Context: an optimization exercise on an open-source flow, tuned for small area, a short achievable clock period and few clock cycles per item. The choices shown serve that exercise and are no tape-out recipe. At most, simulation tests tie the RTL to the original design; equivalence was not proved.

// mul_pipe_unit
module mul_pipe_unit #(
    parameter int XLEN   = 32,
    parameter int STAGES = 3,
    parameter int TAG_W  = 5
) (
    input  logic              CLK_0,
    input  logic              RST_0,
    input  logic              in_valid,
    output logic              in_ready,
    input  logic [1:0]        in_op,
    input  logic [XLEN-1:0]   in_a,
    input  logic [XLEN-1:0]   in_b,
    input  logic [TAG_W-1:0]  in_tag,
    output logic              out_valid,
    input  logic              out_ready,
    output logic [XLEN-1:0]   out_result,
    output logic [TAG_W-1:0]  out_tag
);
    logic adv;
    logic v1, v2;
    assign adv      = !v2 || out_ready;
    assign in_ready = adv;
    always_ff @(posedge CLK_0) begin
        if (RST_0) begin
            v1 <= 1'b0;
            v2 <= 1'b0;
        end else if (adv) begin
            v1 <= in_valid;
            v2 <= v1;
        end
    end
    logic [32:0] a_ext;
    logic [33:0] b_ext;    
    logic [33:0] b_lo;     
    logic [16:0] one_d, two_d, neg_d;
    assign a_ext = {(in_op != 2'b11) & in_a[31], in_a};
    assign b_ext = {{2{!in_op[1] & in_b[31]}}, in_b};
    assign b_lo  = {b_ext[32:0], 1'b0};
    always_comb begin
        for (int i = 0; i < 17; i++) begin
            one_d[i] = b_ext[2*i] ^ b_lo[2*i];
            two_d[i] = (b_ext[2*i+1] & !b_ext[2*i] & !b_lo[2*i]) | (!b_ext[2*i+1] & b_ext[2*i] & b_lo[2*i]);
            neg_d[i] = b_ext[2*i+1];
        end
        neg_d[16] = 1'b0;
    end
    logic [32:0]      a_nq;                  
    logic [16:0]      bone_nq, btwo_nq;      
    logic [16:0]      bneg_q;
    logic             mul_q1;
    logic [TAG_W-1:0] tag_q1;
    always_ff @(posedge CLK_0) begin
        if (adv) begin
            a_nq    <= ~a_ext;
            bone_nq <= ~one_d;
            btwo_nq <= ~two_d;
            bneg_q <= neg_d;
            mul_q1 <= (in_op == 2'b00);
            tag_q1 <= in_tag;
        end
    end
    logic [577:0] pp;
    logic [16:0]  ppn;
  ...
==> flow/config.mk <==
export PLATFORM = sky130hd
export DESIGN_NAME = mul_pipe_unit
export DESIGN_NICKNAME = mul_pipe_unit
export VERILOG_FILES = /design/flow/design.v
export SDC_FILE = /design/flow/constraint.sdc
export NUM_CORES = 4
export LEC_CHECK = 0
export ABC_AREA = 1
export CAP_MARGIN = 20
export CORE_MARGIN = 2
export CORE_UTILIZATION = 40
export SLEW_MARGIN = 20
export SYNTH_HIERARCHICAL = 1
==> flow/constraint.sdc <==
create_clock -name core_clock -period 10.0 [get_ports {CLK_0}]
set_input_delay 2.0000 -clock core_clock [delete_from_list [all_inputs] [get_ports {CLK_0}]]
set_output_delay 2.0000 -clock core_clock [all_outputs]
set_load 0.01 [all_outputs]
standard.sh (not shown) runs the stock make flow with config.mk's settings and CLKGATE_MAP_FILE= SYNTH_SCRIPT=/design/flow/synth_recipe.tcl, a recipe that flattens the netlist after the stock synthesis.
==> flow/flow/run.sh <==
#!/bin/bash
# Own layout flow: the standard ORFS flow with the standard synthesis unchanged;
# the port buffers are plain sky130_fd_sc_hd__buf_2 cells and timing repair aims at the margin below.
# make's full output goes to flow_make.log here; ORFS's per-step logs are under orfs/logs/.
set -euo pipefail
bash standard.sh "BUFFER_PORTS_ARGS=-buffer_cell sky130_fd_sc_hd__buf_2" SETUP_SLACK_MARGIN=5.3 finish > flow_make.log 2>&1
Then changed:
--- a/flow/design.v
+++ b/flow/design.v
@@ -1123,32 +1123,32 @@
     fa_cell u_f477 (.a(pp[508]), .b(f418c), .ci(f419s), .co(f477c), .s(f477s));
     fa_cell u_f478 (.a(pp[574]), .b(k15), .ci(f419c), .co(f478c), .s(f478s));
     fa_cell u_f479 (.a(ppn[15]), .b(pp[575]), .ci(pp[542]), .co(f479c), .s(f479s));
     logic [63:0] cs_s, cs_c;
     assign cs_s = {f479s, f477c, f477s, f475c, f474c, f474s, f472c, f471c, f470c, f469c, f469s, f468s, f466c, f465c, f464c, f463c, f462c, f461c, f460c, f459c, f458c, f457c, f456c, f455c, f454c, f453c, f452c, f451c, f450c, f449c, f448c, f447c, f446c, f445c, f444c, f443c, f442c, f441c, f440c, f439c, f438c, f437c, f436c, f435c, f434c, f433c, f432c, f431c, f430c, f429c, f428c, f427c, f426c, f425c, f424c, f423c, f422c, f421c, f420c, h29c, h28c, pp[34], pp[1], bneg_q[0]};
     assign cs_c = {f478c, f478s, f476c, f476s, f475s, f473c, f473s, f472s, f471s, f470s, f468c, f467c, f467s, f466s, f465s, f464s, f463s, f462s, f461s, f460s, f459s, f458s, f457s, f456s, f455s, f454s, f453s, f452s, f451s, f450s, f449s, f448s, f447s, f446s, f445s, f444s, f443s, f442s, f441s, f440s, f439s, f438s, f437s, f436s, f435s, f434s, f433s, f432s, f431s, f430s, f429s, f428s, f427s, f426s, f425s, f424s, f423s, f422s, f421s, f420s, h29s, h28s, 1'b0, pp[0]};
-    logic [28:0] low_sum;
-    assign low_sum = {1'b0, cs_s[27:0]} + {1'b0, cs_c[27:0]};
+    logic [24:0] low_sum;
+    assign low_sum = {1'b0, cs_s[23:0]} + {1'b0, cs_c[23:0]};
     logic [31:0]      x_q, y_q;
-    logic [3:0]  lx_q, ly_q;
+    logic [7:0]  lx_q, ly_q;
     logic             lc_q;
     logic [TAG_W-1:0] tag_q2;
     always_ff @(posedge CLK_0) begin
         if (adv) begin
             x_q    <= mul_q1 ? cs_s[31:0] : cs_s[63:32];
             y_q    <= mul_q1 ? cs_c[31:0] : cs_c[63:32];
-            lx_q   <= mul_q1 ? '0 : cs_s[31:28];
-            ly_q   <= mul_q1 ? '0 : cs_c[31:28];
-            lc_q   <= !mul_q1 & low_sum[28];
+            lx_q   <= mul_q1 ? '0 : cs_s[31:24];
+            ly_q   <= mul_q1 ? '0 : cs_c[31:24];
+            lc_q   <= !mul_q1 & low_sum[24];
             tag_q2 <= tag_q1;
         end
     end
-    logic [36:0] fin;
+    logic [40:0] fin;
     assign fin = {x_q, lx_q, 1'b1} + {y_q, ly_q, lc_q};
     assign out_valid  = v2;
-    assign out_result = fin[36:5];
+    assign out_result = fin[40:9];
     assign out_tag    = tag_q2;
 endmodule
 module fa_cell (
     input  logic a,
     input  logic b,
     input  logic ci,
Outcome:
- The changed run completed without violations
- hold slack is about the same
- die area rose by 2.2%
- fmax grows by 3.1%
- routed wire length stays flat
- via count grows by 1.5%
- cell area grows by 0.66%
Testbench counts after the change, summed over its fixed seeds: cycles 3,216, items 3,200.
The RTL of the first run of this note was laid out without a check of its function.

---

Another version of the RTL of mul_pipe_unit (not shown whole).
Size in the first run: roughly 3200 cells after synthesis, roughly 110 I/O pins, about 30000 sq um of cells after synthesis.
Settings: LEC_CHECK=0, ABC_AREA=1, CAP_MARGIN=20, CORE_MARGIN=2, CORE_UTILIZATION=40, SETUP_SLACK_MARGIN=5, SLEW_MARGIN=20, SYNTH_HIERARCHICAL=1; clock period 10.0 ns.
==> flow/flow/run.sh <==
#!/bin/bash
# Own layout flow: the standard ORFS flow with the standard synthesis unchanged;
# the port buffers are plain sky130_fd_sc_hd__buf_1 cells. make's full output
# goes to flow_make.log here; ORFS's per-step logs are under orfs/logs/.
set -euo pipefail
bash standard.sh "BUFFER_PORTS_ARGS=-buffer_cell sky130_fd_sc_hd__buf_1"  finish > flow_make.log 2>&1
The first run finished with timing, DRC and antenna clean.
Then changed:
--- a/flow/design.v
+++ b/flow/design.v
@@ -37,41 +37,40 @@
     assign b_ext = {{2{!in_op[1] & in_b[31]}}, in_b};
     assign b_lo  = {b_ext[32:0], 1'b0};
     always_comb begin
         for (int i = 0; i < 17; i++) begin
             one_d[i] = b_ext[2*i] ^ b_lo[2*i];
             two_d[i] = (b_ext[2*i+1] & !b_ext[2*i] & !b_lo[2*i]) | (!b_ext[2*i+1] & b_ext[2*i] & b_lo[2*i]);
             neg_d[i] = b_ext[2*i+1];
         end
     end
-    logic [32:0]      a_nq;                  
-    logic [16:0]      bone_nq, btwo_nq;      
-    logic [16:0]      bneg_q;
+    logic [32:0]      a_q;
+    logic [16:0]      bone_q, btwo_q, bneg_q;
     logic             mul_q1;
     logic [TAG_W-1:0] tag_q1;
     always_ff @(posedge CLK_0) begin
         if (adv) begin
-            a_nq    <= ~a_ext;
-            bone_nq <= ~one_d;
-            btwo_nq <= ~two_d;
+            a_q    <= a_ext;
+            bone_q <= one_d;
+            btwo_q <= two_d;
             bneg_q <= neg_d;
             mul_q1 <= (in_op == 2'b00);
             tag_q1 <= in_tag;
         end
     end
     logic [577:0] pp;
     logic [16:0]  ppn;
-    logic [34:0]  an_sh;
-    assign an_sh = {a_nq[32], a_nq, 1'b1};    
+    logic [34:0]  a_sh;
+    assign a_sh = {a_q[32], a_q, 1'b0};    
     always_comb begin
         for (int i = 0; i < 17; i++) begin
             for (int j = 0; j < 34; j++) begin
-                pp[i*34+j] = !((bone_nq[i] | an_sh[j+1]) & (btwo_nq[i] | an_sh[j])) ^ bneg_q[i];
+                pp[i*34+j] = ((bone_q[i] & a_sh[j+1]) | (btwo_q[i] & a_sh[j])) ^ bneg_q[i];
             end
             ppn[i] = !pp[i*34+33];
         end
     end
     logic k0;
     logic k1;
     logic k2;
     logic k3;
     logic k4;
@@ -1183,38 +1182,38 @@
     fa_cell u_f474 (.a(f361c), .b(f416s), .ci(f415c), .co(f474c), .s(f474s));
     fa_cell u_f475 (.a(f363s), .b(f416c), .ci(f417s), .co(f475c), .s(f475s));
     fa_cell u_f476 (.a(f363c), .b(f418s), .ci(f417c), .co(f476c), .s(f476s));
     fa_cell u_f477 (.a(h55s), .b(f418c), .ci(f419s), .co(f477c), .s(f477s));
     fa_cell u_f478 (.a(h55c), .b(h58s), .ci(f419c), .co(f478c), .s(f478s));
     fa_cell u_f479 (.a(pp[542]), .b(h58c), .ci(h59s), .co(f479c), .s(f479s));
     logic [63:0] cs_s, cs_c;
     assign cs_s = {f479s, f477c, f477s, f476s, f475s, f474s, f472c, f471c, f470c, f469c, f469s, f468s, f466c, f465c, f464c, f463c, f462c, f461c, f460c, f459c, f458c, f457c, f456c, f455c, f454c, f453c, f452c, f451c, f450c, f449c, f448c, f447c, f446c, f445c, f444c, f443c, f442c, f441c, f440c, f439c, f438c, f437c, f436c, f435c, f434c, f433c, f432c, f431c, f430c, f429c, f428c, f427c, f426c, f425c, f424c, f423c, f422c, f421c, f420c, h61c, h60c, pp[34], pp[1], bneg_q[0]};
     assign cs_c = {f478c, f478s, f476c, f475c, f474c, f473c, f473s, f472s, f471s, f470s, f468c, f467c, f467s, f466s, f465s, f464s, f463s, f462s, f461s, f460s, f459s, f458s, f457s, f456s, f455s, f454s, f453s, f452s, f451s, f450s, f449s, f448s, f447s, f446s, f445s, f444s, f443s, f442s, f441s, f440s, f439s, f438s, f437s, f436s, f435s, f434s, f433s, f432s, f431s, f430s, f429s, f428s, f427s, f426s, f425s, f424s, f423s, f422s, f421s, f420s, h61s, h60s, 1'b0, pp[0]};
-    logic [28:0] low_sum;
-    assign low_sum = {1'b0, cs_s[27:0]} + {1'b0, cs_c[27:0]};
+    logic [18:0] low_sum;
+    assign low_sum = {1'b0, cs_s[17:0]} + {1'b0, cs_c[17:0]};
     logic [31:0]      x_q, y_q;
-    logic [3:0]  lx_q, ly_q;
+    logic [13:0]  lx_q, ly_q;
     logic             lc_q;
     logic [TAG_W-1:0] tag_q2;
     always_ff @(posedge CLK_0) begin
         if (adv) begin
             x_q    <= mul_q1 ? cs_s[31:0] : cs_s[63:32];
             y_q    <= mul_q1 ? cs_c[31:0] : cs_c[63:32];
-            lx_q   <= mul_q1 ? '0 : cs_s[31:28];
-            ly_q   <= mul_q1 ? '0 : cs_c[31:28];
-            lc_q   <= !mul_q1 & low_sum[28];
+            lx_q   <= mul_q1 ? '0 : cs_s[31:18];
+            ly_q   <= mul_q1 ? '0 : cs_c[31:18];
+            lc_q   <= !mul_q1 & low_sum[18];
             tag_q2 <= tag_q1;
         end
     end
-    logic [36:0] fin;
+    logic [46:0] fin;
     assign fin = {x_q, lx_q, 1'b1} + {y_q, ly_q, lc_q};
     assign out_valid  = v2;
-    assign out_result = fin[36:5];
+    assign out_result = fin[46:15];
     assign out_tag    = tag_q2;
 endmodule
 module fa_cell (
     input  logic a,
     input  logic b,
     input  logic ci,
     output logic co,
     output logic s
 );
The changed run ran to the end with no violations; worst hold slack is about the same; setup slack improved by 3.9 ps; die area climbs by a few percent; design area rose by a few percent; fmax barely changes.
No functional check of the RTL was part of any run of this note.

[port drivers added, routing unchanged]
No port has a modelled driver above. Below, the same layouts with a new extraction and two added sets of constraints. Step 1, drivers: a clkbuf_16 drives CLK_0 and a buf_2 each remaining input, both assumed. Step 2 adds t to the input delays and takes it off the output delays; t is the mean of the earliest and latest rising clock arrival at the registers after step 1. Input paths then give back, and output paths get back, about the clock's delay inside the block. Three values: ideal ports, drivers, drivers and shift; two values: the first two.
run	t (ns)	slack for setup (ns)	worst hold slack (ns)	worst setup path at the end
the first run of note 1	0.567	5.262 / 5.262 / 5.262	0.421 / 0.421 / 0.421	register to register
the second run of note 1	0.556	5.404 / 5.355 / 5.404	0.421 / 0.421 / 0.421	register to register
the first run of note 2	0.550	5.152 / 5.152 / 5.152	0.421 / 0.421 / 0.421	register to register
the second run of note 2	0.583	5.156 / 5.131 / 5.131	0.422 / 0.422 / 0.422	input to output
After both steps every run listed still meets setup and hold. The setup slack of the second run of note 2, which loses most, moves by -0.025 ns with the drivers and by -0.025 ns with both steps.
